This design comes from an exercise in tuning for small area and a short achievable clock period on the open sky130 flow, not from production work. Only simulation tests tie the RTL to the original design; equivalence was not proved. No activity file was given, so power comes from the tool's default toggle rates.

Setup of run B:
// spiral_matrix_order
module spiral_matrix_order #(
  parameter int unsigned MAX_ROWS  = 16,
  parameter int unsigned MAX_COLS  = 16,
  parameter int unsigned DATA_BITS = 32
) (
  input  logic                                clk,
  input  logic                                rst,
  input  logic                                req_valid,
  output logic                                req_stall,
  input  spm_pkg::req_item_t                  req,
  output logic                                rsp_valid,
  input  logic                                rsp_stall,
  output spm_pkg::rsp_item_t                  rsp,
  input  logic                                cfg_valid,
  output logic                                cfg_ready,
  input  logic [spm_pkg::CFG_INDEX_BITS-1:0]  cfg_index,
  input  logic [spm_pkg::COUNT_BITS-1:0]      cfg_data
);
Settings: LEC_CHECK=0, ABC_CLOCK_PERIOD_IN_PS=3500, CAP_MARGIN=20, CORE_MARGIN=2, CORE_UTILIZATION=45, CTS_BUF_LIST=sky130_fd_sc_hd__clkbuf_16, CTS_CLUSTER_DIAMETER=70, CTS_CLUSTER_SIZE=30, SETUP_SLACK_MARGIN=4.3, SLEW_MARGIN=20, SYNTH_MEMORY_MAX_BITS=16384; clock period 8.0 ns.
run.sh (not shown) runs the stock make flow with config.mk's settings and CLKGATE_MAP_FILE= SYNTH_SCRIPT=/design/flow/synth_recipe.tcl, a recipe that flattens the netlist after the stock synthesis.
Run B finished all stages; the layout is clean.
## Diff of input files: run E against run B
Settings: changing SETUP_SLACK_MARGIN from 4.3 to 4.6.
## What came out
Looking at first element of the critical path, the rsp[36] result is from run E; the u_store.r_pos[0] one comes from run B. The final period demand of the worst path in run E was lower than what run B gave. Of the two values seen for cell with the largest stage delay on the worst path, sky130_fd_sc_hd__edfxtp_1 was produced by run E and sky130_fd_sc_hd__nor4_4 by run B. Against run B, run E comes in 0.21 ns higher on worst setup slack. On run E: fraction of power consumed by sequential logic is 1.1 points lower than what run B gave. From run B to run E the numbers moved as follows: endpoint arrival time on the critical path fell by 2.57 ns, final cell count rose by about 0.7%. Run E completed end to end; final checks failed (antenna rules). Run B went all the way through synthesis, placement and routing and the layout is clean on timing, DRC and antenna. Cmp run B and run E / count of clock-buffer cells in the layout / higher: run E. [compare] base=run B new=run E: clock slew at the register clock pins of the worst setup and hold paths increased 0.02 ns; growth of design area from synthesis to finish increased 1.8 points; count of antenna diodes in the layout increased about 16%.

========
spiral_matrix_order, a different RTL version from the one above (not shown whole).
Size in the first run: roughly 8700 flip-flops, roughly 240000 µm² of cells after synthesis.
Settings: LEC_CHECK=0, ABC_CLOCK_PERIOD_IN_PS=3500, CAP_MARGIN=20, CORE_MARGIN=2, CORE_UTILIZATION=45, CTS_BUF_LIST=sky130_fd_sc_hd__clkbuf_16, CTS_CLUSTER_DIAMETER=70, CTS_CLUSTER_SIZE=30, SETUP_SLACK_MARGIN=4.5, SLEW_MARGIN=20, SYNTH_MEMORY_MAX_BITS=16384; clock period 8.0 ns.
Then changed:
CORE_UTILIZATION = 55   (was 45)
PLACE_DENSITY = 0.7   (was not set)
The changed run produced a clean layout.
Power shrinks by a few percent.
Clock power is lower by a little under a tenth.
Non-clock buffer count goes down by 81.
Count of clock-buffer cells in the layout drops by 25.
Synthesized area does not change.
Utilization came out higher by 9.7 points.
Cell count came out lower by a few percent.
Global-route usage rises by 5.1 points.
Routed wire length goes down by a few percent.
Hold slack is better by 0.015 ns.
First-iteration DRC count is higher by a few percent.

========
Another version of the RTL of spiral_matrix_order (not shown whole).
Size in the first run: about 8800 flip-flops, ~89 I/O pins, roughly 240000 µm² of cells after synthesis.
==> flow/design.v (excerpt) <==
module spiral_matrix_order #(
  parameter int unsigned MAX_ROWS  = 16,
  parameter int unsigned MAX_COLS  = 16,
  parameter int unsigned DATA_BITS = 32
) (
  input  logic                                clk,
  input  logic                                rst,
  input  logic                                req_valid,
  output logic                                req_stall,
  input  spm_pkg::req_item_t                  req,
  output logic                                rsp_valid,
  input  logic                                rsp_stall,
  output spm_pkg::rsp_item_t                  rsp,
  input  logic                                cfg_valid,
  output logic                                cfg_ready,
  input  logic [spm_pkg::CFG_INDEX_BITS-1:0]  cfg_index,
  input  logic [spm_pkg::COUNT_BITS-1:0]      cfg_data
);
clock: 8.0 ns
lec_check: 0
abc_clock_period_in_ps: 3500
cap_margin: 20
core_margin: 2
core_utilization: 66
cts_buf_list: sky130_fd_sc_hd__clkbuf_16
cts_cluster_diameter: 70
cts_cluster_size: 30
place_density: 0.82
setup_slack_margin: 4.5
slew_margin: 20
synth_memory_max_bits: 16384
Then changed:
CORE_UTILIZATION = 62   (was 66)
PLACE_DENSITY = 0.78   (was 0.82)
SETUP_SLACK_MARGIN = 4.6   (was 4.5)
The new run finished with timing, DRC and antenna clean.
Non-clock buffer count climbs by 9.
Power climbs slightly.
Fmax drops slightly.
Sequential cell count does not change.
Then changed:
SETUP_SLACK_MARGIN = 4.5   (was 4.6)
Die area does not change; flip-flop and latch count stays the same; area after synthesis does not change.

re-timing with driven ports:
How much do the figures lean on ideal ports? The routed layouts below were timed once more, with nothing changed but the port constraints. Step 1 assumes that a clkbuf_16 drives the clock port and a buf_2 every other input. Step 2 moves the port delays by t, midway between the first and last clock arrival at a register: inputs arrive t later, outputs are due t later. That takes back most of the time a late clock gives input paths. Slacks: ideal / step 1 / step 2; pairs: ideal / step 1.
run	t (ns)	setup slack, ns	pins driven straight from the clock port
run B	1.187	4.123 / 4.097 / 3.362	1
run E	1.173	4.334 / 4.206 / 3.616	1
the first run of note 2	1.161	4.106 / 4.106 / 3.568	1
the second run of note 2	1.137	4.349 / 4.230 / 3.568	1
the first run of note 3	1.190	4.291 / 4.291 / 3.581	1
the second run of note 3	1.196	4.237 / 4.237 / 3.656	1
the third run of note 3	1.166	4.287 / 4.287 / 3.614	1
For the second run of note 2, which loses most, drivers alone change the setup slack by -0.119 ns; drivers and shift together by -0.781 ns.
